Context: an optimization exercise on an open-source flow, tuned for small area. The choices shown serve that exercise and are no tape-out recipe.
Where RTL was checked, it was by simulation tests only, not by an equivalence proof against the original.
For runs 5 and 6, only the layout was checked, not whether the RTL still works.
Power and IR drop assume default switching activity.

--- flow/config.mk ---
export PLATFORM = sky130hd
export DESIGN_NAME = adventureTop
export DESIGN_NICKNAME = adventureTop
export VERILOG_FILES = /design/flow/design.v
export SDC_FILE = /design/flow/constraint.sdc
export NUM_CORES = 4
export LEC_CHECK = 0
export CAP_MARGIN = 0
export CORE_MARGIN = 2
export CORE_UTILIZATION = 70
export CTS_BUF_LIST = sky130_fd_sc_hd__clkbuf_8
export GPL_TIMING_DRIVEN = 0
export SETUP_SLACK_MARGIN = 0.15
export SLEW_MARGIN = 0
--- flow/constraint.sdc ---
create_clock -name core_clock -period 5.0 [get_ports {turn}]
set_input_delay 1.0000 -clock core_clock [delete_from_list [all_inputs] [get_ports {turn}]]
set_output_delay 1.0000 -clock core_clock [all_outputs]
set_load 0.01 [all_outputs]
--- flow/design.v ---
package adventurePkg;
	typedef logic [9:0] pixelX_t;
	typedef logic [8:0] pixelY_t;
	typedef logic [3:0] roomCoord_t;
	typedef struct packed {
		logic [2:0] red;
		logic [2:0] green;
		logic [1:0] blue;
	} color_t;
	typedef enum logic [1:0] {
		HELD_NONE   = 2'd0,
		HELD_YELLOW = 2'd1,
		HELD_BLACK  = 2'd2
	} heldKey_t;
	localparam int STEP_PERIOD  = 16;
	localparam int STEP_COUNT_W = $clog2(STEP_PERIOD);
	localparam pixelX_t X_MAX        = 10'd624;
	localparam pixelX_t X_MIN        = 10'd16;
	localparam pixelY_t Y_MAX        = 9'd470;
	localparam pixelY_t Y_MIN        = 9'd10;
	localparam pixelX_t ENTRY_LEFT   = 10'd20;
	localparam pixelX_t ENTRY_RIGHT  = 10'd619;
	localparam pixelY_t ENTRY_TOP    = 9'd14;
	localparam pixelY_t ENTRY_BOTTOM = 9'd466;
	localparam roomCoord_t ROOM_LIMIT = 4'd8;
	localparam int PUSH_BACK = 7;
	localparam pixelX_t START_X         = 10'd320;
	localparam pixelY_t START_Y         = 9'd380;
	localparam roomCoord_t START_ROOM_X = 4'd3;
	localparam roomCoord_t START_ROOM_Y = 4'd5;
	localparam int PLAYER_HALF = 9;
	localparam pixelX_t YELLOW_KEY_X         = 10'd128;
	localparam pixelY_t YELLOW_KEY_Y         = 9'd220;
	localparam roomCoord_t YELLOW_KEY_ROOM_X = 4'd3;
	localparam roomCoord_t YELLOW_KEY_ROOM_Y = 4'd5;
	localparam pixelX_t BLACK_KEY_X          = 10'd128;
	localparam pixelY_t BLACK_KEY_Y          = 9'd220;
	localparam roomCoord_t BLACK_KEY_ROOM_X  = 4'd4;
	localparam roomCoord_t BLACK_KEY_ROOM_Y  = 4'd7;
	localparam int KEY_W        = 32;
	localparam int KEY_H        = 8;
	localparam int KEY_ROW      = 4;     
	localparam int CARRY_OFFSET = 15;
	localparam pixelX_t GATE_X = 10'd304;
	localparam pixelY_t GATE_Y = 9'd280;
	localparam int GATE_BARS   = 4;
	localparam int GATE_PITCH  = 10;
	localparam int GATE_BAR_W  = 5;
	localparam int GATE_BAR_H  = 80;
	localparam roomCoord_t YELLOW_CASTLE_X = 4'd3;
	localparam roomCoord_t YELLOW_CASTLE_Y = 4'd5;
	localparam roomCoord_t BLACK_CASTLE_X  = 4'd1;
	localparam roomCoord_t BLACK_CASTLE_Y  = 4'd3;
	localparam pixelX_t UNLOCK_X_LO  = 10'd288;
	localparam pixelX_t UNLOCK_X_HI  = 10'd352;
	localparam pixelY_t UNLOCK_Y     = 9'd360;
	localparam pixelY_t GATE_BLOCK_Y = 9'd352;
	localparam color_t COLOR_YELLOW     = 8'hFC;
	localparam color_t COLOR_BLACK      = 8'h00;
	localparam color_t COLOR_MAZE       = 8'h27;
	localparam color_t COLOR_GREEN      = 8'h1C;
	localparam color_t COLOR_DEFAULT    = 8'hFF;
	localparam color_t COLOR_KEY_ROOM   = 8'hF0;
	localparam color_t COLOR_CHALICE    = 8'h87;
	localparam color_t COLOR_BLACK_YARD = 8'hCC;
	localparam color_t COLOR_LEFT_HALL  = 8'h78;
	localparam color_t COLOR_RIGHT_HALL = 8'h90;
endpackage
import adventurePkg::*;
module adventureTop (
	input  logic       turn,
	input  logic       rst,
	input  logic [3:0] buttons,
	input  adventurePkg::pixelX_t    pixelX,
	input  adventurePkg::pixelY_t    pixelY,
	input  logic       blank,
	input  adventurePkg::color_t     mapPixel,
	output adventurePkg::color_t     color,
	output adventurePkg::roomCoord_t roomX,
	output adventurePkg::roomCoord_t roomY,
	output adventurePkg::color_t     roomColor
);
	localparam int KX = -16;
	localparam int KY = -20;
	localparam int OX = 15 - KX;   
	localparam int QY = -KY;       
	logic [3:0] count;
	logic       step;
	logic       bump;
	logic [9:0] px_n, cx_n, ox_n;
	logic [8:0] py_n, cy_n, oy_n;
	logic       yU, bU;
	logic [1:0] held;
	logic [3:0] rc;      
	function automatic logic [9:0] add10(input logic [9:0] a, input logic [9:0] b);
		logic c;
		c = 1'b0;
		for (int i = 0; i < 10; i++) begin
			add10[i] = a[i] ^ b[i] ^ c;
			c = (a[i] & b[i]) | (a[i] & c) | (b[i] & c);
		end
	endfunction
	function automatic logic [8:0] add9(input logic [8:0] a, input logic [8:0] b);
		logic c;
		c = 1'b0;
		for (int i = 0; i < 9; i++) begin
			add9[i] = a[i] ^ b[i] ^ c;
			c = (a[i] & b[i]) | (a[i] & c) | (b[i] & c);
		end
	endfunction
	function automatic logic [6:0] add6(input logic [5:0] a, input logic [5:0] b);
		logic c;
		c = 1'b0;
		for (int i = 0; i < 6; i++) begin
			add6[i] = a[i] ^ b[i] ^ c;
			c = (a[i] & b[i]) | (a[i] & c) | (b[i] & c);
		end
		add6[6] = c;
	endfunction
	function automatic logic [5:0] add5(input logic [4:0] a, input logic [4:0] b);
		logic c;
		c = 1'b0;
		for (int i = 0; i < 5; i++) begin
			add5[i] = a[i] ^ b[i] ^ c;
			c = (a[i] & b[i]) | (a[i] & c) | (b[i] & c);
		end
		add5[5] = c;
	endfunction
	function automatic logic hz5(input logic [4:0] a, input logic [4:0] b, input logic cin);
		hz5 = ((a[0] ^ b[0]) == cin);
		for (int i = 1; i < 5; i++)
			hz5 = hz5 && ((a[i] ^ b[i]) == (a[i-1] | b[i-1]));
	endfunction
	function automatic logic hz4(input logic [3:0] a, input logic [3:0] b, input logic cin);
		hz4 = ((a[0] ^ b[0]) == cin);
		for (int i = 1; i < 4; i++)
			hz4 = hz4 && ((a[i] ^ b[i]) == (a[i-1] | b[i-1]));
	endfunction
	function automatic logic in10(input logic [9:0] v, input int lo, input int hi);
		logic [9:0] l, h;
		l = 10'(lo);
		h = 10'(hi);
		if (l <= h)
			in10 = v >= l && v <= h;
		else
			in10 = v >= l || v <= h;
	endfunction
	function automatic logic in9(input logic [8:0] v, input int lo, input int hi);
		logic [8:0] l, h;
		l = 9'(lo);
		h = 9'(hi);
		if (l <= h)
			in9 = v >= l && v <= h;
		else
			in9 = v >= l || v <= h;
	endfunction
	function automatic logic pxIn(input logic [9:0] v, input int lo, input int hi);
		pxIn = in10(v, -(hi + KX), -(lo + KX));
	endfunction
	function automatic logic pyIn(input logic [8:0] v, input int lo, input int hi);
		pyIn = in9(v, -(hi + KY), -(lo + KY));
	endfunction
	function automatic logic [9:0] pxRep(input int x);
		pxRep = 10'(-(x + KX));
	endfunction
	function automatic logic [8:0] pyRep(input int y);
		pyRep = 9'(-(y + KY));
	endfunction
	function automatic logic isR(input logic [3:0] v, input int k);
		if (k == 0)
			isR = !v[3] && v[2:0] == 3'd0;
		else if (k == 8)
			isR = v[3];
		else
			isR = v[2:0] == 3'(k);
	endfunction
	function automatic logic [3:0] incR(input logic [3:0] v);
		incR = {v[2] & v[1] & v[0], v[2] ^ (v[1] & v[0]), v[1] ^ v[0], !v[0]};
	endfunction
	function automatic logic [3:0] decR(input logic [3:0] v);
		decR = {1'b0, v[2] ^ (!v[1] & !v[0]), !(v[1] ^ v[0]), !v[0]};
	endfunction
	function automatic logic [3:0] roomCode(input logic [3:0] x, input logic [3:0] y);
		adventurePkg::color_t c;
		logic yLow;   
		yLow = !y[3] && !(y[2] && y[1]);
		if (isR(x, 3) && yLow)
			c = COLOR_YELLOW;
		else if (isR(x, 4) && isR(y, 7))
			c = COLOR_KEY_ROOM;
		else if (isR(x, 1) && isR(y, 1))
			c = COLOR_CHALICE;
		else if (isR(x, 1) && isR(y, 2))
			c = COLOR_BLACK_YARD;
		else if (isR(x, 1) && isR(y, 3))
			c = COLOR_BLACK;
		else if (isR(x, 1) || (isR(x, 2) && yLow))
			c = COLOR_MAZE;
		else if (isR(x, 2) && isR(y, 6))
			c = COLOR_LEFT_HALL;
		else if (isR(x, 3) && isR(y, 6))
			c = COLOR_GREEN;
		else if (isR(x, 4) && isR(y, 6))
			c = COLOR_RIGHT_HALL;
		else
			c = COLOR_DEFAULT;
		roomCode = {c[7], c[5], c[3], c[1]};
	endfunction
	assign roomColor[7] = rc[3];
	assign roomColor[5] = rc[2];
	assign roomColor[3] = rc[1];
	assign roomColor[1] = rc[0];
	assign roomColor[0] = rc[0];
	assign roomColor[2] = rc[0] | (rc[1] & (rc[3] | ~rc[2]));
	assign roomColor[4] = rc[2] ? (rc[3] | ~rc[0]) : ((rc[3] ^ rc[1]) & ~rc[0]);
	assign roomColor[6] = (rc[2] & (rc[3] | ~rc[0])) | (rc[3] & rc[1] & ~rc[0]);
	function automatic logic keyShape(input logic [5:0] e, input logic ez,
			input logic [4:0] f, input logic fz, input logic [9:0] kx, input logic [8:0] ky);
		logic top, mid, low;
		logic sA, sB, sC, sD, sE;
		sA = !in10(kx, OX + 23, OX + 32);   
		sB = !in10(kx, OX + 1, OX + 24);    
		sC = !in10(kx, OX + 29, OX + 32);   
		sD = !in10(kx, OX + 1, OX + 4);     
		sE = !in10(kx, OX + 9, OX + 12);    
		top = fz && f >= 5'(QY - 4) && f <= 5'(QY - 1) && !in9(ky, QY - 3, QY);
		mid = fz && f >= 5'(QY) && f <= 5'(QY + 3) && !in9(ky, QY + 1, QY + 4);
		low = fz && f >= 5'(QY + 4) && f <= 5'(QY + 7) && !in9(ky, QY + 5, QY + 8);
		keyShape = ez && ((top && sA && e >= 6'(OX + 22) && e <= 6'(OX + 32))
			|| (mid && ((sB && e >= 6'(OX) && e <= 6'(OX + 24)) || (sC && e >= 6'(OX + 28) && e <= 6'(OX + 32))))
			|| (low && ((sD && e >= 6'(OX) && e <= 6'(OX + 4)) || (sE && e >= 6'(OX + 8) && e <= 6'(OX + 12))
				|| (sA && e >= 6'(OX + 22) && e <= 6'(OX + 32)))));
	endfunction
	logic [6:0] ecX, eoX;
	logic [5:0] epX, epY, ecY, eoY;
	logic ecXz, eoXz, epXz, epYz, ecYz, eoYz;
	logic inYRoom, inBRoom, inBCastle;
	logic gateBar, gateShown, gateZone;
	logic shapeC, shapeO, yellowHit, blackHit, playerHit;
	assign epX = add5(pixelX[4:0], px_n[4:0]);   
	assign epXz = hz5(pixelX[9:5], px_n[9:5], epX[5]);
	assign epY = add5(pixelY[4:0], py_n[4:0]);   
	assign epYz = hz4(pixelY[8:5], py_n[8:5], epY[5]);
	assign ecX = add6(pixelX[5:0], cx_n[5:0]);
	assign ecXz = hz4(pixelX[9:6], cx_n[9:6], ecX[6]);
	assign ecY = add5(pixelY[4:0], cy_n[4:0]);
	assign ecYz = hz4(pixelY[8:5], cy_n[8:5], ecY[5]);
	assign eoX = add6(pixelX[5:0], ox_n[5:0]);
	assign eoXz = hz4(pixelX[9:6], ox_n[9:6], eoX[6]);
	assign eoY = add5(pixelY[4:0], oy_n[4:0]);
	assign eoYz = hz4(pixelY[8:5], oy_n[8:5], eoY[5]);
	assign inYRoom   = isR(roomX, 3) && isR(roomY, 5);
	assign inBRoom   = isR(roomX, 4) && isR(roomY, 7);
	assign inBCastle = isR(roomX, 1) && isR(roomY, 3);
	assign gateShown = (inYRoom && !yU) || (inBCastle && !bU);
	assign gateBar = ((pixelX[9:6] == 4'd4 && ((pixelX[5:0] >= 6'd48 && pixelX[5:0] <= 6'd52)
			|| (pixelX[5:0] >= 6'd58 && pixelX[5:0] <= 6'd62)))
		|| (pixelX[9:6] == 4'd5 && ((pixelX[5:0] >= 6'd4 && pixelX[5:0] <= 6'd8)
			|| (pixelX[5:0] >= 6'd14 && pixelX[5:0] <= 6'd18))))
		&& pixelY >= 9'd280 && pixelY <= 9'd360;
	assign shapeC = keyShape(ecX[5:0], ecXz, ecY[4:0], ecYz, cx_n, cy_n);
	assign shapeO = keyShape(eoX[5:0], eoXz, eoY[4:0], eoYz, ox_n, oy_n);
	assign yellowHit = !yU && (inYRoom || held == 2'd1) && (held == 2'd1 ? shapeC : shapeO);
	assign blackHit  = !bU && (inBRoom || held == 2'd2) && (held == 2'd2 ? shapeC : shapeO);
	assign playerHit = pxIn(px_n, 9, 1014) && epXz && epX[4:0] >= 5'(OX - 24) && epX[4:0] <= 5'(OX - 7)
		&& pyIn(py_n, 9, 502) && epYz && epY[4:0] >= 5'(QY - 9) && epY[4:0] <= 5'(QY + 8);
	assign gateZone = pxIn(px_n, 289, 1023) && pyIn(py_n, 0, 351);
	always_ff @(posedge turn) begin
		if (rst) begin
			color <= '0;
			bump <= 1'b0;
		end else if (blank) begin
			color <= '0;
		end else begin
			if (gateShown && gateBar)
				color <= COLOR_BLACK;
			else if (yellowHit)
				color <= COLOR_YELLOW;
			else if (blackHit)
				color <= COLOR_BLACK;
			else if (playerHit)
				color <= roomColor;
			else
				color <= mapPixel;
			if (playerHit) begin
				if (inYRoom && gateZone)
					bump <= !yU;
				else if (inBCastle && gateZone)
					bump <= !bU;
				else
					bump <= mapPixel == roomColor;
			end
		end
	end
	always_ff @(posedge turn) begin
		if (rst) begin
			count <= '0;
			step <= 1'b0;
		end else begin
			count <= count + 4'd1;
			step <= count == 4'd15;
		end
	end
	logic [3:0] rightRoomX, rightRoomY, leftRoomX, leftRoomY;
	logic [9:0] nX;
	logic [8:0] nY;
	always_comb begin
		rightRoomX = incR(roomX);
		rightRoomY = roomY;
		leftRoomX = decR(roomX);
		leftRoomY = roomY;
		if (isR(roomX, 1) && isR(roomY, 6)) begin
			rightRoomX = 4'd1;
			rightRoomY = 4'd4;
			leftRoomX = 4'd2;
			leftRoomY = 4'd4;
		end else if (isR(roomX, 2) && isR(roomY, 5)) begin
			rightRoomX = 4'd1;
			rightRoomY = 4'd5;
		end else if (isR(roomX, 2) && isR(roomY, 4)) begin
			rightRoomX = 4'd1;
			rightRoomY = 4'd6;
		end else if (isR(roomX, 1) && isR(roomY, 5)) begin
			leftRoomX = 4'd2;
			leftRoomY = 4'd5;
		end else if (isR(roomX, 1) && isR(roomY, 4)) begin
			leftRoomX = 4'd1;
			leftRoomY = 4'd6;
		end
	end
	logic mvX, mvY, negX, negY;
	logic [9:0] dX;
	logic [8:0] dY;
	logic goR, goD, goU, goL;
	always_comb begin
		mvX = step && ((buttons[3] && pxIn(px_n, 17, 1023)) || (buttons[0] && pxIn(px_n, 0, 623)));
		negX = (buttons[3] && pxIn(px_n, 17, 1023)) ? bump : !bump;
		dX = {{7{mvX & negX}}, {2{mvX & (bump ^ negX)}}, mvX};
		nX = add10(px_n, dX);
		mvY = step && ((buttons[2] && pyIn(py_n, 11, 511)) || (buttons[1] && pyIn(py_n, 0, 469)));
		negY = (buttons[2] && pyIn(py_n, 11, 511)) ? bump : !bump;
		dY = {{6{mvY & negY}}, {2{mvY & (bump ^ negY)}}, mvY};
		nY = add9(py_n, dY);
		goR = step && pxIn(px_n, 624, 1023) && !isR(roomX, 8);
		goD = step && !goR && pyIn(py_n, 470, 511) && !isR(roomY, 8);
		goU = step && !goR && !goD && pyIn(py_n, 0, 10) && !isR(roomY, 0);
		goL = step && !goR && !goD && !goU && pxIn(px_n, 0, 16) && !isR(roomX, 0);
	end
	always_ff @(posedge turn) begin
		if (rst) begin
			px_n <= pxRep(START_X);
			py_n <= pyRep(START_Y);
			roomX <= START_ROOM_X;
			roomY <= START_ROOM_Y;
			rc <= roomCode(START_ROOM_X, START_ROOM_Y);
		end else begin
			px_n <= goR ? pxRep(ENTRY_LEFT) : goL ? pxRep(ENTRY_RIGHT) : nX;
			py_n <= goD ? pyRep(ENTRY_TOP) : goU ? pyRep(ENTRY_BOTTOM) : nY;
			if (goR) begin
				roomX <= rightRoomX;
				roomY <= rightRoomY;
			end else if (goD) begin
				roomY <= incR(roomY);
			end else if (goU) begin
				roomY <= decR(roomY);
			end else if (goL) begin
				roomX <= leftRoomX;
				roomY <= leftRoomY;
			end
			if (step)
				rc <= roomCode(roomX, roomY);
		end
	end
	logic onO, atUnlock, pickO, pick;
	logic [9:0] dkX;
	logic [8:0] dkY;
	assign dkX = add10(ox_n, ~px_n);
	assign dkY = add9(oy_n, ~py_n);
	assign onO = !pxIn(ox_n, 977, 1008) && in10(dkX, 15, 45)
		&& in9(oy_n, -503 - KY, -4 - KY) && in9(dkY, -4, 6);
	assign atUnlock = pxIn(px_n, 289, 351) && pyIn(py_n, 0, 359);
	assign pickO = onO && (held == 2'd1 ? (inBRoom && !bU)
		: held == 2'd2 ? (inYRoom && !yU) : (inYRoom || inBRoom));
	always_ff @(posedge turn)
		pick <= pickO;
	always_ff @(posedge turn) begin
		if (step && pick) begin
			cx_n <= ox_n;
			cy_n <= oy_n;
		end else if (step && held != 2'd0) begin
			cx_n <= px_n;
			cy_n <= py_n;
		end
	end
	always_ff @(posedge turn) begin
		if (rst) begin
			ox_n <= pxRep(YELLOW_KEY_X - 15);
			oy_n <= pyRep(YELLOW_KEY_Y);
			yU <= 1'b0;
			bU <= 1'b0;
			held <= 2'd0;
		end else if (step) begin
			if (held == 2'd0) begin
				if (pick)
					held <= inYRoom ? 2'd1 : 2'd2;
			end else begin
				if (pick) begin
					held <= ~held;
					ox_n <= px_n;
					oy_n <= py_n;
				end
				if (held == 2'd1 && inYRoom && atUnlock)
					yU <= 1'b1;
				if (held == 2'd2 && inBCastle && atUnlock)
					bU <= 1'b1;
			end
		end
	end
endmodule
--- flow/flow/run.sh ---
#!/bin/bash
# Layout flow: the standard flow, except that the port buffers are the
# smallest buffer cell and clock tree synthesis uses larger sink clusters and
# no dummy loads. The flow's output goes to standard.log here; each step's
# log is kept in orfs/logs/ by the flow scripts.
set -o pipefail
bash standard.sh finish "BUFFER_PORTS_ARGS=-buffer_cell sky130_fd_sc_hd__buf_1" \
	"CTS_ARGS=-sink_clustering_enable -repair_clock_nets -buf_list sky130_fd_sc_hd__clkbuf_8 -dont_use_dummy_load -sink_clustering_size 20 -sink_clustering_max_diameter 80" \
	> standard.log 2>&1
--- flow/standard.sh ---
#!/bin/bash
# synth_recipe.tcl (not shown) runs the flow's synth.tcl, then flattens the netlist and writes it again
# the make line also repeats each setting of config.mk as NAME=value (left out here)
make -C /OpenROAD-flow-scripts/flow DESIGN_CONFIG=/design/flow/config.mk WORK_HOME=/design/flow/orfs CLKGATE_MAP_FILE= SYNTH_SCRIPT=/design/flow/synth_recipe.tcl "${@:-finish}"
==> results of run 1 <==
==> worst max-delay path, delay by kind of cell, from the launching register on <==
| kind | cells | cell delay [ps] |
|---|---|---|
| simple gates | 1 | 550 |
| buf+inv | 4 | 250 |
| fa+ha+maj | 9 | 2550 |
| flops | 1 | 360 |
| compound gates | 5 | 620 |
| xor+xnor | 2 | 370 |
==> cells by family after synthesis <==
family	after synthesis	synth area share [%]
AO/OA/AOI/OAI	205	17.93
flip-flops	88	25.82
multiplexers	19	2.615
adder cells (fa/ha/maj)	103	22.58
buffers and inverters	129	7.068
XOR/XNOR	50	6.158
AND/OR/NAND/NOR	259	17.83
==> metrics by stage <==
step           TNS, ps  std cells
2_1_floorplan        0        853
3_3_place_gp     -2810       1045
3_5_place_dp     -3714       1045
4_1_cts              0       1058
5_1_grt         -13.43       1065
6_report             0       1065
==> worst max-delay path by stage <==
stage,startpoint,end,slack [ps],depth (start not counted)
final,px_n[0],px_n[9],160,21
after detailed placement,pixelX[1],color[7],-470,15
after global placement,pixelX[1],color[7],-360,15
after CTS,px_n[0],px_n[9],80,21
after floorplan,px_n[1],px_n[9],250,21
after global routing,px_n[0],px_n[9],-10,21
==> cell usage in the layout (no fill, tap or decap), types with 4 or more instances in the layout <==
cell type | Yosys | layout
inv_1 | 101 | 100
nand2_1 | 89 | 89
dfxtp_1 | 69 | 63
o21ai_0 | 60 | 56
buf_1 | 0 | 54
fa_1 | 56 | 49
ha_1 | 46 | 45
a21oi_1 | 43 | 41
nor2_1 | 39 | 38
xnor2_1 | 35 | 35
nor3_1 | 24 | 24
nand3_1 | 21 | 21
o211ai_1 | 20 | 20
edfxtp_1 | 19 | 19
clkbuf_1 | 18 | 16
buf_4 | 2 | 13
mux2i_1 | 13 | 13
clkbuf_8 | 3 | 12
xor2_1 | 13 | 12
nor2b_1 | 12 | 12
nor4_1 | 11 | 11
nand4_1 | 9 | 9
fa_2 | 0 | 7
buf_2 | 4 | 6
o21a_1 | 6 | 6
o21ai_1 | 5 | 6
mux2_2 | 6 | 6
a211oi_1 | 7 | 6
nor3b_1 | 6 | 6
and3_1 | 5 | 5
o22ai_1 | 5 | 5
nand3b_1 | 5 | 5
or3_1 | 6 | 5
nand2b_1 | 4 | 4
or4_1 | 4 | 4
a31oi_1 | 4 | 4
o2111ai_1 | 4 | 4
==> layout make-up <==
type                            instances  area (µm²)  share of cell area, %
Tap cell                              136       170.2                  2.049
Buffer                                 28       157.7                  1.899
Timing Repair Buffer                   67       295.3                  3.556
Inverter                              101       379.1                  4.566
Sequential cell                        88        1967                  23.69
Multi-Input combinational cell        636        5210                  62.75
Clock buffer                            9       123.9                  1.492
==> sequential cells by signal, summed over array words and instances, names as in the netlist <==
| register | flops |
|---|---|
| held | 2 |
| oy_n | 9 |
| count | 4 |
| color | 8 |
| cx_n | 10 |
| roomY | 4 |
| yU | 1 |
| ox_n | 10 |
| roomX | 4 |
| step | 1 |
| bU | 1 |
| pick | 1 |
| cy_n | 9 |
| py_n | 9 |
| bump | 1 |
| rc | 4 |
| px_n | 10 |
==> power groups by stage <==
stage	registers, mW	clock network [mW]	logic (mW)
floorplan	0.746	0	0.115
global placement	0.744	0	0.166
detailed placement	0.744	0	0.175
CTS	0.727	0.407	0.179
global route	0.727	0.427	0.207
finish	0.726	0.408	0.190
==> routing by layer <==
metal / up-vias / GRT usage (%) / share of wire (%)
met3: 86 / 6.174 / 8.0
met2: 382 / 64.87 / 49
met4: 0 / 21.25 / 4.9
li1: 3159 / - / -
met5: - / 0 / 0
met1: 3311 / 47.10 / 39
==> repair_timing <==
action,4_1_cts,5_1_grt
hold buffers,0,0
gates resized for setup,14,34
setup buffers,4,7
endpoints found under the setup margin,11,14
endpoints found under the hold margin,0,0
pin swaps,7,11
==> flow_summary.json, run 1 <==
{
  "clock.fmax_mhz": 206.5,
  "dpl_worst_slack_ps": -471.1,
  "crit-reg2reg-launch": "px_n[0]",
  "post-synth-top-area-cell": "dfxtp_1",
  "cpPeakStageDelay_ps": 550,
  "fp.dieH_um": 107.9,
  "ys_types": 82,
  "power.total_mw": 1.325,
  "worst_hold_path_type": "flip-flop to flip-flop",
  "cp-end-kind": "flip-flop",
  "setup_viol": 0,
  "hpwl_um": 16620,
  "cp.required_ps": 5250,
  "reg2reg_to": "px_n[9]",
  "tritoncts": "yes",
  "rsz0062_at_grt": "true",
  "drc": 0,
  "hold_path_depth": 1,
  "drt_wl_total_um": 21600,
  "gp_congestion": 0.9647,
  "gr-usage-all-layers_pct": 38.47,
  "cp-start-kind": "flip-flop",
  "hold_end": "count[0]",
  "critPathKind": "flip-flop to flip-flop",
  "ys_warn_count": 1,
  "synth_flop_cell": "dfxtp_1",
  "swShare_pct": 27.36,
  "fillCellCount": 710,
  "syn_to_final_growth_pct": 9.849,
  "htreeDepth": 3,
  "yosys_register_bits": 88,
  "p_leak_nw": 3.373,
  "syn_area_um2": 7558,
  "slew-limit-headroom_pct": 31.02,
  "clock_latency_ps": 390,
  "switchingPower_mw": 0.3625,
  "nets": 1067,
  "period_minus_slack_ps": 4842,
  "hold_viol_final": 0,
  "clkTransAtPathRegs_ps": 80,
  "die_w_um": 107.9,
  "synth_edf_count": 19,
  "combinationalPowerShare_pct": 14.4,
  "synth_area_leaders": "dfxtp_1, fa_1, ha_1, edfxtp_1, inv_1",
  "num_io_pins": 58,
  "tightest_slew_ps": 1029,
  "syn_avg_cell_area_um2": 8.861,
  "p_clk_share_pct": 30.8,
  "reg2regPathDepth": 21,
  "p_per_area_nw_per_um2": 159.6,
  "peakVddDrop_mv": 0.1488,
  "rows": 37,
  "overflow": 0,
  "synth_top_cells_by_count": "inv_1, nand2_1, dfxtp_1",
  "syn_nets": 989,
  "grt_pass1_vias": 6873,
  "finalCritPeriodShare_pct": 96.83,
  "drive_gt1_share_pct": 10.12,
  "portBuffers": 56,
  "netlist_instances": 853,
  "holdCritStartpoint": "count[0]",
  "start_util_pct": 72.56,
  "cp.arrival_ps": 5090,
  "cp_max_fo": 4,
  "postLayoutCellArea_um2": 8303,
  "coreArea_um2": 10420,
  "finalMaxSlewViolations": 0,
  "cts_max_path_buffers": 2,
  "wl_per_cell_um": 20.29,
  "drt_pass1_iterations": 5,
  "skew_ps": 24.36,
  "timing.hold.ws_ps": 451.3,
  "cp_common_cell": "fa_2",
  "drv_cap": 0,
  "grt_pass1_wl_um": 34270,
  "ant_nets": 0,
  "yosysMostFrequentCell": "inv_1",
  "cts_root_buffer": "clkbuf_8",
  "slowest_stage": "or4_4",
  "vias_per_cell": 6.515,
  "dpl-instance-area_um2": 7941,
  "dieArea_um2": 11640,
  "status": "no timing/DRC/antenna violations",
  "drt_iter0_markers": 568,
  "fin_ws_ps": 158.3,
  "grt_max_degree": 20,
  "n_antenna_cell": 0,
  "synthArstFlopShare_pct": 0,
  "rrSetupSlack_ps": 160,
  "yosysSeqAreaShare_pct": 25.82,
  "synth_top_cell_area_share_pct": 18.28,
  "antenna_found_initial": 0,
  "cts_buffers": 9,
  "internal-power_mw": 0.9623,
  "worstPathCellList": "or4_4 -> o211ai_4 -> a32oi_4 -> o21ai_2 -> a21oi_2 -> ha_2 -> fa_2 -> fa_2 -> inv_2 -> fa_2 -> fa_2 -> inv_1 -> fa_1 -> inv_1 -> fa_1 -> inv_1 -> fa_2 -> fa_2 -> xor2_2 -> xnor2_1 -> o21ai_1",
  "seqPwrFrac_pct": 54.8,
  "clock_sinks": 88,
  "final_core_util_pct": 79.71,
  "dr_total_vias": 6938
}
==> inputs of run 2 (changes only) <==
--- a/flow/design.v
+++ b/flow/design.v
@@ -330,5 +330,35 @@
 	end
+	function automatic logic [9:0] move10(input logic [9:0] x, input logic mv, input logic neg,
+			input logic big);
+		logic down, c3, inc, dec, t, z;
+		down = neg ^ big;
+		c3 = down ? (x[2:0] != 3'd0) : (x[2:0] == 3'd7);
+		inc = mv && !neg && c3;
+		dec = mv && neg && !c3;
+		move10[2:0] = !mv ? x[2:0] : down ? x[2:0] - 3'd1 : x[2:0] + 3'd1;
+		t = 1'b1;
+		z = 1'b1;
+		for (int i = 3; i < 10; i++) begin
+			move10[i] = x[i] ^ ((inc && t) || (dec && z));
+			t = t && x[i];
+			z = z && !x[i];
+		end
+	endfunction
+	function automatic logic [8:0] move9(input logic [8:0] x, input logic mv, input logic neg,
+			input logic big);
+		logic down, c3, inc, dec, t, z;
+		down = neg ^ big;
+		c3 = down ? (x[2:0] != 3'd0) : (x[2:0] == 3'd7);
+		inc = mv && !neg && c3;
+		dec = mv && neg && !c3;
+		move9[2:0] = !mv ? x[2:0] : down ? x[2:0] - 3'd1 : x[2:0] + 3'd1;
+		t = 1'b1;
+		z = 1'b1;
+		for (int i = 3; i < 9; i++) begin
+			move9[i] = x[i] ^ ((inc && t) || (dec && z));
+			t = t && x[i];
+			z = z && !x[i];
+		end
+	endfunction
 	logic mvX, mvY, negX, negY;
-	logic [9:0] dX;
-	logic [8:0] dY;
 	logic goR, goD, goU, goL;
@@ -337,8 +367,6 @@
 		negX = (buttons[3] && pxIn(px_n, 17, 1023)) ? bump : !bump;
-		dX = {{7{mvX & negX}}, {2{mvX & (bump ^ negX)}}, mvX};
-		nX = add10(px_n, dX);
+		nX = move10(px_n, mvX, negX, bump);
 		mvY = step && ((buttons[2] && pyIn(py_n, 11, 511)) || (buttons[1] && pyIn(py_n, 0, 469)));
 		negY = (buttons[2] && pyIn(py_n, 11, 511)) ? bump : !bump;
-		dY = {{6{mvY & negY}}, {2{mvY & (bump ^ negY)}}, mvY};
-		nY = add9(py_n, dY);
+		nY = move9(py_n, mvY, negY, bump);
 		goR = step && pxIn(px_n, 624, 1023) && !isR(roomX, 8);
--- a/flow/config.mk
+++ b/flow/config.mk
@@ -12,3 +12,3 @@
 export GPL_TIMING_DRIVEN = 0
-export SETUP_SLACK_MARGIN = 0.15
+export SETUP_SLACK_MARGIN = 0.03
 export SLEW_MARGIN = 0
==> run 2 against run 1 <==
  * Die area up 0.11%
  * Clock-buffer cell count unchanged
  * Combinational power about the same
  * Flip-flop and latch count unchanged
  * Critical path type is now input port to flip-flop
  * Critical path depth down 4
  * Highest routed layer unchanged
  * Register-to-register slack better by 100 ps
  * Largest cell class unchanged
  * Sequential power about the same
  * First-iteration DRC count up 57%
==> flow_summary.json, run 2 <==
{
  "timing.hold.ws_ps": 461.0,
  "drt_wl_total_um": 22270,
  "wl_per_cell_um": 20.19,
  "setup_viol": 0,
  "p_clk_share_pct": 30.9,
  "synth_top_cells_by_count": "nand2_1, inv_1, dfxtp_1",
  "cts_buffers": 9,
  "clkTransAtPathRegs_ps": 100,
  "internal-power_mw": 0.9602,
  "peakVddDrop_mv": 0.1752,
  "drv_cap": 0,
  "yosys_register_bits": 88,
  "drt_iter0_markers": 889,
  "critPathKind": "input port to flip-flop",
  "cp.required_ps": 5270,
  "cp-start-kind": "input port",
  "grt_pass1_vias": 7357,
  "period_minus_slack_ps": 4852,
  "p_per_area_nw_per_um2": 162.1,
  "seqPwrFrac_pct": 55.0,
  "dieArea_um2": 11660,
  "vias_per_cell": 6.689,
  "worstPathCellList": "buf_2 -> ha_1 -> fa_1 -> inv_1 -> fa_1 -> fa_1 -> fa_1 -> inv_1 -> fa_1 -> or3_1 -> o221ai_2 -> a221oi_2 -> o22ai_2 -> a32oi_2 -> o22a_1 -> o21ai_4 -> o21ai_0",
  "start_util_pct": 72.65,
  "drive_gt1_share_pct": 6.205,
  "dp_cells": 1093,
  "cts_max_path_buffers": 2,
  "synth_area_leaders": "dfxtp_1, fa_1, edfxtp_1, ha_1, xnor2_1",
  "synthArstFlopShare_pct": 0,
  "tightest_slew_ps": 957.1,
  "power.total_mw": 1.323,
  "drt_pass1_iterations": 6,
  "cp.arrival_ps": 5120,
  "tritoncts": "yes",
  "cts_root_buffer": "clkbuf_8",
  "synth_edf_count": 19,
  "syn_area_um2": 7567,
  "ys_types": 77,
  "gr-usage-all-layers_pct": 39.53,
  "syn_avg_cell_area_um2": 8.399,
  "n_antenna_cell": 0,
  "stdcell_count": 1103,
  "finalMaxSlewViolations": 0,
  "swShare_pct": 27.45,
  "post-synth-top-area-cell": "dfxtp_1",
  "die_w_um": 108.0,
  "skew_ps": 28.12,
  "yosysMostFrequentCell": "nand2_1",
  "rsz0062_at_grt": "true",
  "antenna_found_initial": 0,
  "timing.critical_path.buf_inv": 3,
  "nets": 1090,
  "cpPeakStageDelay_ps": 500,
  "ant_nets": 0,
  "finalCritPeriodShare_pct": 97.04,
  "netlist_instances": 901,
  "p_leak_nw": 3.295,
  "cp_max_fo": 8,
  "drc": 0,
  "hpwl_um": 17140,
  "slowest_stage": "fa_1",
  "synth_top_cell_area_share_pct": 18.25,
  "switchingPower_mw": 0.3633,
  "worst_hold_path_type": "flip-flop to flip-flop",
  "portBuffers": 56,
  "syn_to_final_growth_pct": 7.870,
  "coreArea_um2": 10420,
  "synth_flop_cell": "dfxtp_1",
  "clock.fmax_mhz": 206.1,
  "combinationalPowerShare_pct": 14.1,
  "final_cell_mix": "nand2_1, inv_1, dfxtp_1",
  "clock_sinks": 88,
  "final_common_cell": "nand2_1",
  "ys_warn_count": 1,
  "tns_ps": 0,
  "rows": 37,
  "dr_total_vias": 7378,
  "hold_viol_final": 0,
  "num_io_pins": 58,
  "cp_common_cell": "fa_1",
  "grt_pass1_wl_um": 35560,
  "yosysSeqAreaShare_pct": 25.79,
  "clock_latency_ps": 390,
  "htreeDepth": 3,
  "cp-end-kind": "flip-flop",
  "status": "no timing/DRC/antenna violations",
  "fp.dieH_um": 108.0,
  "grt_max_degree": 20,
  "slew-limit-headroom_pct": 36.12,
  "syn_nets": 1022,
  "overflow": 0,
  "largestRegisters": "cx_n x10, ox_n x10, px_n x10",
  "critical-path-top-delay-family": "adder cells",
  "gp_congestion": 0.9565
}
[run 2: layer usage]
layer	vias up	wire length [µm]	GRT usage [%]
met5	-	0	0
met4	0	1416	24.91
met3	123	1804	7.173
met2	452	10490	66.13
met1	3474	8560	47.05
li1	3329	-	-
[run 2: final timing paths]
check / depth (start not counted) / start / endpoint / slack (ps)
worst max-delay path: 17 / pixelX[0] / color[5] / 150
worst min-delay path: 1 / count[0] / count[0] / 460
worst max register to register: 16 / py_n[0] / pick / 260
worst min register to register: 1 / count[0] / count[0] / 460
[run 2: layout make-up]
type                            count  area [µm²]
Sequential cell                    88        1954
Fill cell                         743        2253
Clock buffer                        9       123.9
Timing Repair Buffer               57       220.2
Multi-Input combinational cell    687        5190
Inverter                           88       330.3
Buffer                             38       173.9
Tap cell                          136       170.2
[run 2: per-stage QoR]
stage                     area (µm²)  util (%)  setup WS [ps]
after floorplan                 7567         -          445.1
after global placement          7948     76.30         -557.3
after detailed placement        7950     76.32         -793.3
after CTS                       8104     77.80          50.03
after global routing            8163     78.37          17.52
final                           8163     78.37          148.1
[run 2: timing repair]
item,in CTS,in global routing
pin swaps,2,5
hold buffers,0,0
setup endpoints to repair,9,9
resized for setup,8,16
setup buffers,1,0
[run 2: cell families after synthesis]
logic type	synth area share [%]
XOR/XNOR	7.358
AO/OA/AOI/OAI	18.50
multiplexers	3.158
adder cells (fa/ha/maj)	18.65
AND/OR/NAND/NOR	19.92
buffers and inverters	6.613
flip-flops	25.79
[run 2: power by group through the flow]
| stage | logic [mW] | registers (mW) | clock network, mW |
|---|---|---|---|
| after floorplan | 0.115 | 0.746 | 0 |
| after global placement | 0.163 | 0.744 | 0 |
| after detailed placement | 0.174 | 0.745 | 0 |
| after CTS | 0.176 | 0.728 | 0.402 |
| after global routing | 0.203 | 0.729 | 0.424 |
| final | 0.187 | 0.728 | 0.409 |
==> inputs of run 3 (changes only) <==
--- a/flow/config.mk
+++ b/flow/config.mk
@@ -12,3 +12,3 @@
 export GPL_TIMING_DRIVEN = 0
-export SETUP_SLACK_MARGIN = 0.03
+export SETUP_SLACK_MARGIN = 0.15
 export SLEW_MARGIN = 0
==> run 3 against run 2 <==
  * Synthesized area unchanged
  * Clock-buffer cell count unchanged
  * Routed wire length up 0.22%
  * Highest routed layer unchanged
  * Die area unchanged
==> flow_summary.json, run 3 <==
{
  "synth_area_leaders": "dfxtp_1, fa_1, edfxtp_1, ha_1, xnor2_1",
  "yosys_register_bits": 88,
  "drt-met1-wl_um": 8460,
  "dpl_worst_slack_ps": -793.3,
  "stdcell_count": 1106,
  "start_util_pct": 72.65,
  "grt_pass1_vias": 7360,
  "yosysMostFrequentCell": "nand2_1",
  "ant_nets": 0,
  "cp.arrival_ps": 5080,
  "drt_wl_total_um": 22320,
  "finalCritPeriodShare_pct": 95.16,
  "rows": 37,
  "critPathKind": "input port to flip-flop",
  "synth_edf_count": 19,
  "hold_viol_final": 0,
  "n_antenna_cell": 0,
  "grt_max_degree": 20,
  "timing.critical_path.buf_inv": 3,
  "ys_types": 77,
  "cp-start-kind": "input port",
  "dr_total_vias": 7417,
  "nets": 1093,
  "yosysSeqAreaShare_pct": 25.79,
  "clock_latency_ps": 390,
  "worstPathCellList": "buf_2 -> ha_1 -> fa_1 -> inv_1 -> fa_1 -> fa_1 -> fa_1 -> inv_1 -> fa_2 -> nor3b_1 -> mux2i_1 -> o21ai_1 -> a2111oi_2 -> o21ai_2 -> o32ai_2 -> nand2_2 -> o21ai_1",
  "post-synth-top-area-cell": "dfxtp_1",
  "cp_max_fo": 6,
  "drc": 0,
  "syn_to_final_growth_pct": 8.796,
  "period_minus_slack_ps": 4758,
  "gr-usage-all-layers_pct": 39.55,
  "largestRegisters": "cx_n x10, ox_n x10, px_n x10",
  "postCtsHoldBufs": 0,
  "cp_common_cell": "fa_1",
  "synthArstFlopShare_pct": 0,
  "drv_cap": 0,
  "tightest_slew_ps": 938.4,
  "dieArea_um2": 11660,
  "fp.dieH_um": 108.0,
  "grt_pass1_wl_um": 35570,
  "syn_area_um2": 7567,
  "syn_avg_cell_area_um2": 8.399,
  "netlist_instances": 901,
  "peakVddDrop_mv": 0.1747,
  "cpPeakStageDelay_ps": 440,
  "final_cell_mix": "nand2_1, inv_1, dfxtp_1",
  "portBuffers": 56,
  "worst_hold_path_type": "flip-flop to flip-flop",
  "fin_ws_ps": 241.9,
  "dp_cells": 1093,
  "synth_top_cell_area_share_pct": 18.25,
  "setup_viol": 0,
  "p_per_area_nw_per_um2": 161.0,
  "synth_top_cells_by_count": "nand2_1, inv_1, dfxtp_1",
  "cts_root_buffer": "clkbuf_8",
  "ys_warn_count": 1,
  "syn_nets": 1022,
  "cp.required_ps": 5330,
  "slowest_stage": "fa_2",
  "gp_congestion": 0.9565,
  "timing.hold.ws_ps": 461.3,
  "coreArea_um2": 10420,
  "htreeDepth": 3,
  "drt_pass1_iterations": 6,
  "cts_max_path_buffers": 2,
  "clock_sinks": 88,
  "met2_length_um": 10470,
  "cp-end-kind": "flip-flop",
  "status": "no timing/DRC/antenna violations",
  "clock.fmax_mhz": 210.2,
  "num_io_pins": 58,
  "synth_flop_cell": "dfxtp_1",
  "wl_per_cell_um": 20.18,
  "overflow": 0,
  "finalMaxSlewViolations": 0,
  "final_common_cell": "nand2_1",
  "die_w_um": 108.0,
  "hpwl_um": 17140,
  "rsz0062_at_grt": "true",
  "tritoncts": "yes",
  "critical-path-top-delay-family": "adder cells",
  "antenna_found_initial": 0,
  "skew_ps": 27.16,
  "drt_iter0_markers": 837,
  "p_leak_nw": 3.312,
  "power.total_mw": 1.325,
  "slew-limit-headroom_pct": 37.37,
  "vias_per_cell": 6.706,
  "dr_wl_met3_um": 1859,
  "route.top_layer_used": "met4",
  "cts_buffers": 9,
  "tns_ps": 0,
  "drive_gt1_share_pct": 7.423,
  "clkTransAtPathRegs_ps": 100
}
## run 3: cell counts after synthesis
No cell type changed its count.
## run 3: logic make-up (layout without fill, tap and decap cells)
group	after synthesis	count (layout)	share of synthesized area, %
AO/OA/AOI/OAI	215	215	18.50
buffers and inverters	126	195	6.613
XOR/XNOR	62	62	7.358
adder cells (fa/ha/maj)	87	87	18.65
multiplexers	23	23	3.158
flip-flops	88	88	25.79
AND/OR/NAND/NOR	300	300	19.92
## run 3: worst register-to-register path, delay by kind of cell (launching register included)
kind | cells | cell delay, ps
adders and majority gates | 8 | 2660
and+or+nand+nor | 3 | 1080
DFF | 1 | 380
buffers and inverters | 4 | 350
AOI/OAI and AO/OA | 1 | 110
## run 3: worst paths after layout
| path | start | end | slack, ps | depth (start not counted) |
|---|---|---|---|---|
| min reg2reg | count[0] | count[0] | 460 | 1 |
| max | pixelX[0] | color[5] | 240 | 17 |
| min | count[0] | count[0] | 460 | 1 |
| max reg2reg | py_n[0] | pick | 310 | 16 |
## run 3: per-layer routing
layer  GRT usage (%)  vias to the layer above
met3           7.173                      130
li1                -                     3341
met2           66.17                      471
met4           24.91                        0
met1           47.05                     3475
met5               0                        -
## run 3: cell type report
type / instances / area (µm²)
multi-input cells: 687 / 5220
plain buffers: 38 / 185.2
well taps: 136 / 170.2
inverters: 88 / 334.1
flip-flops and latches: 88 / 1957
clock buffers: 9 / 123.9
repair buffers: 60 / 242.7
fillers: 719 / 2183
## run 3: per-stage QoR
step	area, µm²	utilization (%)
after detailed placement	7950	76.32
after global routing	8233	79.04
after floorplan	7567	-
after CTS	8112	77.87
final	8233	79.04
after global placement	7948	76.30
## run 3: power by group
group / switching (mW) / internal [mW]
sequential: 0.00233 / 0.725
clock: 0.248 / 0.162
combinational: 0.114 / 0.0743
## run 3: timing repair
action | in CTS | in global routing
gates resized for setup | 10 | 37
setup endpoints to repair | 9 | 9
buffers inserted | 1 | 3
pin swaps | 3 | 11
==> inputs of run 4 (changes only) <==
--- a/flow/config.mk
+++ b/flow/config.mk
@@ -12,3 +12,4 @@
 export GPL_TIMING_DRIVEN = 0
-export SETUP_SLACK_MARGIN = 0.15
+export SETUP_SLACK_MARGIN = 0.08
 export SLEW_MARGIN = 0
+export TNS_END_PERCENT = 5
==> run 4 against run 3 <==
  * Combinational power hardly changed
  * Design area decreased by 0.65%
  * First-iteration DRC count fell by 0.24%
  * Die area is the same
  * Maximum frequency is 1.0% lower
  * Critical path type unchanged
==> flow_summary.json, run 4 <==
{
  "synth_edf_count": 19,
  "fp.dieH_um": 108.0,
  "dieArea_um2": 11660,
  "hpwl_um": 17140,
  "status": "no timing/DRC/antenna violations",
  "gp_congestion": 0.9565,
  "grt_max_degree": 20,
  "p_leak_nw": 3.300,
  "period_minus_slack_ps": 4808,
  "gr-usage-all-layers_pct": 39.53,
  "peakVddDrop_mv": 0.1745,
  "rows": 37,
  "cts_max_path_buffers": 2,
  "cp-start-kind": "input port",
  "rsz0062_at_grt": "true",
  "combinationalPowerShare_pct": 14.1,
  "timing.hold.ws_ps": 461.8,
  "yosys_register_bits": 88,
  "drv_cap": 0,
  "switchingPower_mw": 0.3647,
  "synth_top_family_by_area": "simple AND/OR/NAND/NOR gates",
  "finalCritPeriodShare_pct": 96.15,
  "antenna_found_initial": 0,
  "cp.arrival_ps": 5090,
  "num_io_pins": 58,
  "drc": 0,
  "synth_area_leaders": "dfxtp_1, fa_1, edfxtp_1, ha_1, xnor2_1",
  "synthXorXnorAreaFrac_pct": 7.358,
  "yosys.area_share.simple_pct": 19.92,
  "critPathKind": "input port to flip-flop",
  "tritoncts": "yes",
  "dr_total_vias": 7399,
  "netlist_instances": 901,
  "postLayoutCellArea_um2": 8179,
  "drt_iter0_markers": 835,
  "p_clk_share_pct": 30.9,
  "syn_area_um2": 7567,
  "setup_viol": 0,
  "fillCellCount": 737,
  "largestRegisters": "cx_n x10, ox_n x10, px_n x10",
  "post-synth-top-area-cell": "dfxtp_1",
  "n_antenna_cell": 0,
  "finalMaxSlewViolations": 0,
  "final_core_util_pct": 78.52,
  "drive_gt1_share_pct": 6.508,
  "ys_warn_count": 1,
  "synth_top_cell_area_share_pct": 18.25,
  "dpl-instance-area_um2": 7950,
  "yosysMostFrequentCell": "nand2_1",
  "ys_types": 77,
  "die_w_um": 108.0,
  "ant_nets": 0,
  "synthMuxAreaShare_pct": 3.158,
  "skew_ps": 25.09,
  "tightest_slew_ps": 943.5,
  "drt_wl_total_um": 22170,
  "synthArstFlopShare_pct": 0,
  "clock_sinks": 88,
  "portBuffers": 56,
  "overflow": 0,
  "worst_hold_path_type": "flip-flop to flip-flop",
  "slew-limit-headroom_pct": 37.03,
  "cp_max_fo": 8,
  "synth_flop_cell": "dfxtp_1",
  "dpl_worst_slack_ps": -793.3,
  "synth_adder_area_share_pct": 18.65,
  "p_per_area_nw_per_um2": 162.1,
  "syn_to_final_growth_pct": 8.085,
  "htreeDepth": 3,
  "clkTransAtPathRegs_ps": 100,
  "clock_latency_ps": 400,
  "synth_top_cells_by_count": "nand2_1, inv_1, dfxtp_1",
  "syn_avg_cell_area_um2": 8.399,
  "hold_viol_final": 0,
  "nets": 1091,
  "clock.fmax_mhz": 208.0,
  "yosysSeqAreaShare_pct": 25.79,
  "coreArea_um2": 10420,
  "final_cell_mix": "nand2_1, inv_1, dfxtp_1",
  "final_common_cell": "nand2_1",
  "internal-power_mw": 0.9608,
  "grt_pass1_wl_um": 35560,
  "drt_pass1_iterations": 6,
  "wl_per_cell_um": 20.09,
  "synth_compound_gate_area_share_pct": 18.50,
  "grt_pass1_vias": 7357,
  "postCtsHoldBufs": 0,
  "cp-end-kind": "flip-flop",
  "swShare_pct": 27.51,
  "cts_root_buffer": "clkbuf_8",
  "cp.required_ps": 5280,
  "vias_per_cell": 6.702,
  "fin_ws_ps": 192.4,
  "cts_buffers": 9,
  "seqPwrFrac_pct": 54.9,
  "syn_nets": 1022,
  "rrSetupSlack_ps": 320,
  "start_util_pct": 72.65
}
==> run 4: cell counts after synthesis <==
Identical to the previous run, type by type.
==> run 4: stage by stage <==
step	instances	total power, mW	TNS (ps)
floorplan	901	0.8605	0
global placement	1093	0.9069	-3958
detailed placement	1093	0.9188	-5736
CTS	1103	1.306	0
global route	1104	1.356	0
finish	1104	1.326	0
==> run 4: area by class of cell <==
| type | count | area, µm² | area share, % |
|---|---|---|---|
| Tap cell | 136 | 170.2 | 2.080 |
| Buffer | 38 | 173.9 | 2.126 |
| Timing Repair Buffer | 58 | 227.7 | 2.784 |
| Clock buffer | 9 | 123.9 | 1.514 |
| Sequential cell | 88 | 1954 | 23.89 |
| Multi-Input combinational cell | 687 | 5195 | 63.52 |
| Inverter | 88 | 334.1 | 4.084 |
==> run 4: repair_timing <==
item | 4_1_cts | 5_1_grt
buffers inserted | 1 | 1
pin swaps | 3 | 6
gates resized for setup | 8 | 19
setup endpoints to repair | 9 | 9
==> run 4: per-layer routing <==
metal,wire [µm],vias to the layer above,track usage [%]
met2,10370,486,66.13
met4,1523,0,24.91
li1,-,3342,-
met1,8378,3439,47.05
met5,0,-,0
met3,1900,132,7.173
==> run 4: cells by family after synthesis <==
| group | count (synthesis) |
|---|---|
| buffers and inverters | 126 |
| flip-flops | 88 |
| AO/OA/AOI/OAI | 215 |
| adder cells (fa/ha/maj) | 87 |
| multiplexers | 23 |
| AND/OR/NAND/NOR | 300 |
| XOR/XNOR | 62 |
==> run 4: final timing paths <==
check | start | end | cells after the start
setup / recovery | pixelX[0] | color[2] | 17
hold / removal | count[0] | count[0] | 1
setup reg to reg | py_n[0] | pick | 16
hold reg to reg | count[0] | count[0] | 1
==> run 4: power by group through the flow <==
stage	clock network, mW	logic [mW]	registers, mW
2_1_floorplan	0	0.115	0.746
3_3_place_gp	0	0.163	0.744
3_5_place_dp	0	0.174	0.745
4_1_cts	0.402	0.176	0.728
5_1_grt	0.424	0.203	0.729
6_report	0.410	0.187	0.728
==> run 4: critical path, stage by stage <==
cell and delay, ps:
buf_2 150, ha_1 180, fa_1 180, inv_1 60, fa_1 380, fa_1 390
fa_1 370, inv_1 80, fa_1 500, or3_4 450, o221ai_2 190, a221oi_2 110
o22ai_2 140, a32oi_2 190, o22a_1 270, o21ai_4 280, o21ai_0 150
==> inputs of run 5 (changes only) <==
--- a/flow/design.v
+++ b/flow/design.v
@@ -83,3 +83,3 @@
 	localparam int KX = -16;
-	localparam int KY = -20;
+	localparam int KY = -15;
 	localparam int OX = 15 - KX;   
--- a/flow/config.mk
+++ b/flow/config.mk
@@ -14,2 +14 @@
 export SLEW_MARGIN = 0
-export TNS_END_PERCENT = 5
==> run 5 against run 4 <==
  * Setup slack better by 16 ps
  * Critical path depth up 1
  * Register-to-register slack worse by 110 ps
  * Clock skew decreased by 1.9 ps
  * Worst hold slack worse by 5.9 ps
  * Via count decreased by 1.2%
  * Routed wire length rose by 0.11%
  * Critical endpoint is now pick
  * Largest power group unchanged
==> flow_summary.json, run 5 <==
{
  "status": "no timing/DRC/antenna violations",
  "die_w_um": 108.6,
  "peakVddDrop_mv": 0.1539,
  "timing.hold.ws_ps": 455.8,
  "largestRegisters": "cx_n x10, ox_n x10, px_n x10",
  "syn_area_um2": 7655,
  "cp-start-kind": "flip-flop",
  "drive_gt1_share_pct": 6.064,
  "cp-end-kind": "flip-flop",
  "reg2regPathDepth": 18,
  "synth_area_leaders": "dfxtp_1, fa_1, edfxtp_1, ha_1, nand2_1",
  "cts_root_buffer": "clkbuf_8",
  "cts_buffers": 9,
  "cp_max_fo": 10,
  "finalMaxSlewViolations": 0,
  "cts_max_path_buffers": 2,
  "portBuffers": 57,
  "post-synth-top-area-cell": "dfxtp_1",
  "num_io_pins": 58,
  "setup_viol": 0,
  "wl_per_cell_um": 19.94,
  "antenna_found_initial": 0,
  "final_core_util_pct": 76.65,
  "fillCellCount": 807,
  "dp_cells": 1106,
  "netlist_instances": 908,
  "ant_nets": 0,
  "clock.fmax_mhz": 208.7,
  "hold_viol_final": 0,
  "yosysMostFrequentCell": "nand2_1",
  "ys_warn_count": 1,
  "rsz0062_at_grt": "true",
  "ys_types": 78,
  "slew-limit-headroom_pct": 38.12,
  "nets": 1096,
  "synth_flop_cell": "dfxtp_1",
  "cp.required_ps": 5260,
  "p_per_area_nw_per_um2": 160.4,
  "syn_nets": 1029,
  "postCtsHoldBufs": 0,
  "gp_congestion": 0.9417,
  "dr_total_vias": 7308,
  "final_cell_mix": "nand2_1, inv_1, dfxtp_1",
  "drc": 0,
  "reg2reg_to": "pick",
  "p_leak_nw": 3.341,
  "drv_cap": 0,
  "htreeDepth": 3,
  "clkTransAtPathRegs_ps": 80,
  "gr-usage-all-layers_pct": 39.34,
  "critPathKind": "flip-flop to flip-flop",
  "yosysSeqAreaShare_pct": 25.50,
  "tightest_slew_ps": 924.8,
  "grt_max_degree": 14,
  "rows": 38,
  "finalCritPeriodShare_pct": 95.83,
  "synth_top_cell_area_share_pct": 18.05,
  "power.total_mw": 1.321,
  "holdCritStartpoint": "count[0]",
  "rrSetupSlack_ps": 210,
  "overflow": 0,
  "grt_pass1_wl_um": 35860,
  "hold_path_depth": 1,
  "grt_pass1_vias": 7282,
  "syn_avg_cell_area_um2": 8.430,
  "cts_setup_buffers": 0,
  "coreArea_um2": 10750,
  "hpwl_um": 17280,
  "final_common_cell": "nand2_1",
  "dpl-instance-area_um2": 8055,
  "crit-reg2reg-launch": "px_n[1]",
  "hold_end": "count[0]",
  "vias_per_cell": 6.566,
  "drt_iter0_markers": 830,
  "n_antenna_cell": 0,
  "fp.dieH_um": 108.6,
  "synth_top_cells_by_count": "nand2_1, inv_1, dfxtp_1",
  "clock_sinks": 88,
  "skew_ps": 23.23,
  "clock_latency_ps": 370,
  "synthArstFlopShare_pct": 0,
  "postLayoutCellArea_um2": 8237,
  "drt_pass1_iterations": 6,
  "synth_edf_count": 19,
  "tritoncts": "yes",
  "dieArea_um2": 11790,
  "syn_to_final_growth_pct": 7.601,
  "period_minus_slack_ps": 4792,
  "worst_hold_path_type": "flip-flop to flip-flop",
  "cp.arrival_ps": 5050,
  "start_util_pct": 71.24,
  "drt_wl_total_um": 22200,
  "yosys_register_bits": 88,
  "stdcell_count": 1113
}
run 5: cell count changes after synthesis, moves of 6 or more:
| cell | change |
|---|---|
| a21oi_1 | -8 |
| a22oi_1 | +7 |
| clkbuf_1 | +6 |
| mux2_2 | +6 |
| mux2i_1 | -8 |
| nand2_1 | +7 |
| nand3_1 | +6 |
| o21ai_1 | -7 |
| xnor2_1 | -8 |
| xor2_1 | +10 |
run 5: worst max-delay path by stage:
| stage | from | end | slack (ps) |
|---|---|---|---|
| after detailed placement | pixelX[1] | color[4] | -720 |
| after CTS | pixelX[0] | color[4] | 80 |
| final | px_n[1] | pick | 210 |
| after floorplan | pixelX[0] | color[2] | 140 |
| after global routing | px_n[0] | pick | 10 |
| after global placement | pixelX[1] | color[2] | -590 |
run 5: critical path, cell delays in order, from the launching register on:
cell and delay, ps:
dfxtp_1 510, clkbuf_4 310, inv_1 100, fa_1 460, fa_1 400, fa_1 400, fa_1 390, fa_1 370
inv_1 70, fa_1 150, inv_1 50, fa_1 350, inv_1 80, fa_1 180, xnor2_1 80, xnor2_1 160
a21oi_1 150, nand4_1 110, a2111oi_2 360
run 5: cell type report:
cell class	count	area (µm²)	area share (%)
flip-flops and latches	88	1954	23.73
well taps	140	175.2	2.127
clock buffers	9	123.9	1.504
plain buffers	42	198.9	2.415
multi-input cells	687	5223	63.41
repair buffers	58	227.7	2.765
inverters	89	334.1	4.056
run 5: routing by layer:
metal	share of wire [%]	routed length [µm]	global-route usage, %	vias up
li1	-	-	-	3340
met3	8.9	1977	8.318	86
met5	0	0	0	-
met2	47	10540	66.52	420
met1	40	8780	48.30	3462
met4	4.1	900	17.49	0
run 5: report_power, final:
part | total [mW] | switching, mW | internal [mW]
combinational | 0.198 | 0.120 | 0.0783
clock | 0.395 | 0.233 | 0.162
sequential | 0.728 | 0.00200 | 0.726
total | 1.32 | 0.355 | 0.966
run 5: logic make-up after synthesis:
group | Yosys count | synth area share (%)
buffers and inverters | 133 | 6.881
AOI/OAI and AO/OA | 206 | 18.49
muxes | 22 | 3.155
DFF | 88 | 25.50
xor gates and xnor gates | 64 | 7.519
adders and majority gates | 87 | 18.44
and+or+nand+nor | 308 | 20.02
run 5: stage by stage:
| step | worst slack [ps] | TNS (ps) |
|---|---|---|
| 6_report | 208.4 | 0 |
| 4_1_cts | 76.95 | 0 |
| 5_1_grt | 14.09 | 0 |
| 2_1_floorplan | 138.6 | 0 |
| 3_5_place_dp | -715.9 | -5386 |
| 3_3_place_gp | -587.2 | -4352 |
run 5: what timing repair did:
| item | CTS | global route |
|---|---|---|
| pin swaps | 3 | 3 |
| gates resized for setup | 14 | 12 |
| setup endpoints to repair | 9 | 10 |
==> inputs of run 6 (changes only) <==
--- a/flow/design.v
+++ b/flow/design.v
@@ -82,4 +82,4 @@
 );
-	localparam int KX = -16;
-	localparam int KY = -15;
+	localparam int KX = -15;
+	localparam int KY = -13;
 	localparam int OX = 15 - KX;   
==> run 6 against run 5 <==
  * Clock-buffer cell count did not move
  * Largest cell class unchanged
  * Still clean on timing, DRC and antenna
  * Sequential power barely moved
  * Routed wire length rose by 3.4%
  * Highest routed layer unchanged
  * Design area rose by 1.4%
  * Non-clock buffer count fell by 4
==> flow_summary.json, run 6 <==
{
  "status": "no timing/DRC/antenna violations",
  "clock_sinks": 88,
  "peakVddDrop_mv": 0.1317,
  "post-synth-top-area-cell": "dfxtp_1",
  "cp_max_fo": 6,
  "gp_congestion": 1.005,
  "synth_edf_count": 19,
  "dr_total_vias": 7566,
  "cpPeakStageDelay_ps": 530,
  "syn_avg_cell_area_um2": 8.450,
  "gr-usage-all-layers_pct": 39.54,
  "skew_ps": 21.04,
  "tightest_slew_ps": 950.6,
  "dr_wl_met3_um": 1958,
  "cp_common_cell": "fa_1",
  "swShare_pct": 27.58,
  "p_leak_nw": 3.405,
  "vias_per_cell": 6.804,
  "met2_length_um": 10840,
  "drv_cap": 0,
  "tns_ps": 0,
  "fillCellCount": 790,
  "clkTransAtPathRegs_ps": 90,
  "die_w_um": 108.6,
  "cts_max_path_buffers": 2,
  "drive_gt1_share_pct": 7.407,
  "synth_flop_cell": "dfxtp_1",
  "p_clk_share_pct": 29.7,
  "n_antenna_cell": 0,
  "p_per_area_nw_per_um2": 160.5,
  "cts_buffers": 9,
  "drc": 0,
  "synth_top_cells_by_count": "nand2_1, inv_1, dfxtp_1",
  "synthArstFlopShare_pct": 0,
  "netlist_instances": 906,
  "synth_area_leaders": "dfxtp_1, fa_1, edfxtp_1, ha_1, xnor2_1",
  "internal-power_mw": 0.9707,
  "rows": 38,
  "period_minus_slack_ps": 4796,
  "drt-met1-wl_um": 8795,
  "critPathKind": "input port to flip-flop",
  "worst_hold_path_type": "flip-flop to flip-flop",
  "clock_latency_ps": 370,
  "dieArea_um2": 11790,
  "portBuffers": 56,
  "overflow": 0,
  "syn_to_final_growth_pct": 9.103,
  "yosysSeqAreaShare_pct": 25.49,
  "yosysMostFrequentCell": "nand2_1",
  "fp.dieH_um": 108.6,
  "ys_types": 78,
  "num_io_pins": 58,
  "htreeDepth": 3,
  "tritoncts": "yes",
  "drt_wl_total_um": 22960,
  "antenna_found_initial": 0,
  "cp-start-kind": "input port",
  "timing.critical_path.buf_inv": 2,
  "hpwl_um": 17440,
  "clock.fmax_mhz": 208.5,
  "nets": 1095,
  "coreArea_um2": 10750,
  "finalCritPeriodShare_pct": 95.92,
  "cts_root_buffer": "clkbuf_8",
  "fin_ws_ps": 203.8,
  "combinationalPowerShare_pct": 16.0,
  "seqPwrFrac_pct": 54.2,
  "setup_viol": 0,
  "slew-limit-headroom_pct": 36.62,
  "slowest_stage": "fa_2",
  "final_cell_mix": "nand2_1, inv_1, dfxtp_1",
  "finalMaxSlewViolations": 0,
  "route.top_layer_used": "met4",
  "dpl_worst_slack_ps": -784.3,
  "ys_warn_count": 1,
  "largestRegisters": "cx_n x10, ox_n x10, px_n x10",
  "syn_area_um2": 7656,
  "power.total_mw": 1.340,
  "drt_pass1_iterations": 8,
  "worstPathCellList": "buf_2 -> ha_1 -> fa_1 -> inv_1 -> fa_1 -> fa_1 -> fa_2 -> fa_2 -> a2111oi_4 -> o31ai_4 -> nor4_2 -> a221oi_2 -> or3b_2 -> a21bo_2 -> o21ai_0",
  "cp.arrival_ps": 5100,
  "drt_iter0_markers": 996,
  "wl_per_cell_um": 20.65,
  "cp.required_ps": 5300,
  "synth_top_cell_area_share_pct": 18.04,
  "switchingPower_mw": 0.3696,
  "ant_nets": 0,
  "critical-path-top-delay-family": "adder cells",
  "grt_pass1_vias": 7372,
  "hold_viol_final": 0,
  "cp-end-kind": "flip-flop",
  "syn_nets": 1027,
  "final_common_cell": "nand2_1",
  "grt_max_degree": 20,
  "yosys_register_bits": 88,
  "grt_pass1_wl_um": 35740,
  "start_util_pct": 71.25
}
run 6: changes by cell type after synthesis, sizes merged, moves of 5 or more:
cell	previous run	this run
a31oi	9	17
nand2	110	95
mux2i	8	14
nor2	48	57
o21ai	52	61
o31ai	1	9
mux2	14	7
nor3	22	29
xor2	24	19
a21oi	40	45
nand3	28	19
inv	89	80
xnor2	39	44
run 6: final cells by class:
cell class / count / area (µm²) / area share, %
clock buffer: 9 / 123.9 / 1.483
buffer: 39 / 165.2 / 1.977
multi-input combinational: 698 / 5400 / 64.65
timing repair buffer: 57 / 220.2 / 2.636
inverter: 81 / 307.8 / 3.685
tap: 140 / 175.2 / 2.097
sequential: 88 / 1961 / 23.47
run 6: kinds of logic (layout without fill, tap and decap cells):
family / after synthesis / count (layout) / synth area share (%)
compound gates: 225 / 225 / 19.61
xor+xnor: 64 / 64 / 7.518
fa+ha+maj: 87 / 87 / 18.43
buf+inv: 120 / 186 / 6.128
flops: 88 / 88 / 25.49
mux: 21 / 21 / 2.860
simple gates: 301 / 301 / 19.95
run 6: what timing repair did:
item / 4_1_cts / 5_1_grt
hold buffers: 0 / 0
setup endpoints to repair: 9 / 9
buffers inserted: 0 / 1
pin swaps: 0 / 5
gates resized for setup: 11 / 28
run 6: final timing paths:
check,start,endpoint,slack [ps],depth (start not counted)
worst max-delay path,pixelX[0],color[6],200,15
worst min-delay path,count[0],count[0],450,1
worst max register to register,py_n[0],pick,220,15
worst min register to register,count[0],count[0],450,1
run 6: through the flow:
step	hold WS [ps]	utilization, %	area (µm²)	instances
finish	450.6	77.74	8353	1112
floorplan	417.6	-	7656	906
global placement	430.7	74.84	8041	1102
global route	493.7	77.74	8353	1112
detailed placement	443.2	74.84	8041	1102
CTS	454.8	76.28	8197	1111
run 6: power groups by stage:
stage | logic [mW] | clock network, mW | registers, mW
6_report | 0.215 | 0.399 | 0.727
5_1_grt | 0.233 | 0.420 | 0.727
3_5_place_dp | 0.191 | 0 | 0.744
3_3_place_gp | 0.181 | 0 | 0.744
2_1_floorplan | 0.128 | 0 | 0.746
4_1_cts | 0.195 | 0.397 | 0.728
run 6: metal layers:
layer  track usage, %  up-vias
li1                 -     3381
met1            46.93     3558
met2            66.03      489
met3            7.715      138
met4            24.08        0
met5                0        -

-- static timing again, ports no longer ideal --
No port has a modelled driver above. Below, the same layouts with a new extraction and two added sets of constraints. Step 1, drivers: a clkbuf_16 drives turn and a buf_2 each remaining input, both assumed. Step 2, shift: input delay + t, output delay - t, t = (earliest + latest rising clock arrival at the registers) / 2. This alone moves slack from input paths to output paths. Slacks: ideal / step 1 / step 2; pairs: ideal / step 1.
| run | shift t [ns] | setup WS [ns] | worst hold slack (ns) | worst slew at a driven data input, ns |
|---|---|---|---|---|
| run 1 | 0.408 | 0.158 / 0.158 / -0.035 | 0.451 / 0.451 / 0.451 | 0.04 |
| run 2 | 0.413 | 0.148 / 0.160 / -0.253 | 0.461 / 0.461 / 0.461 | 0.04 |
| run 3 | 0.412 | 0.242 / 0.253 / -0.159 | 0.461 / 0.461 / 0.461 | 0.04 |
| run 4 | 0.414 | 0.192 / 0.203 / -0.211 | 0.462 / 0.462 / 0.462 | 0.04 |
| run 5 | 0.389 | 0.208 / 0.208 / -0.145 | 0.456 / 0.456 / 0.456 | 0.04 |
| run 6 | 0.393 | 0.204 / 0.216 / -0.176 | 0.451 / 0.451 / 0.451 | 0.04 |
Met with ideal ports but missed after step 2: setup timing in every run listed. The setup slack of run 4, which loses most, moves by +0.011 ns with the drivers and by -0.403 ns with both steps.
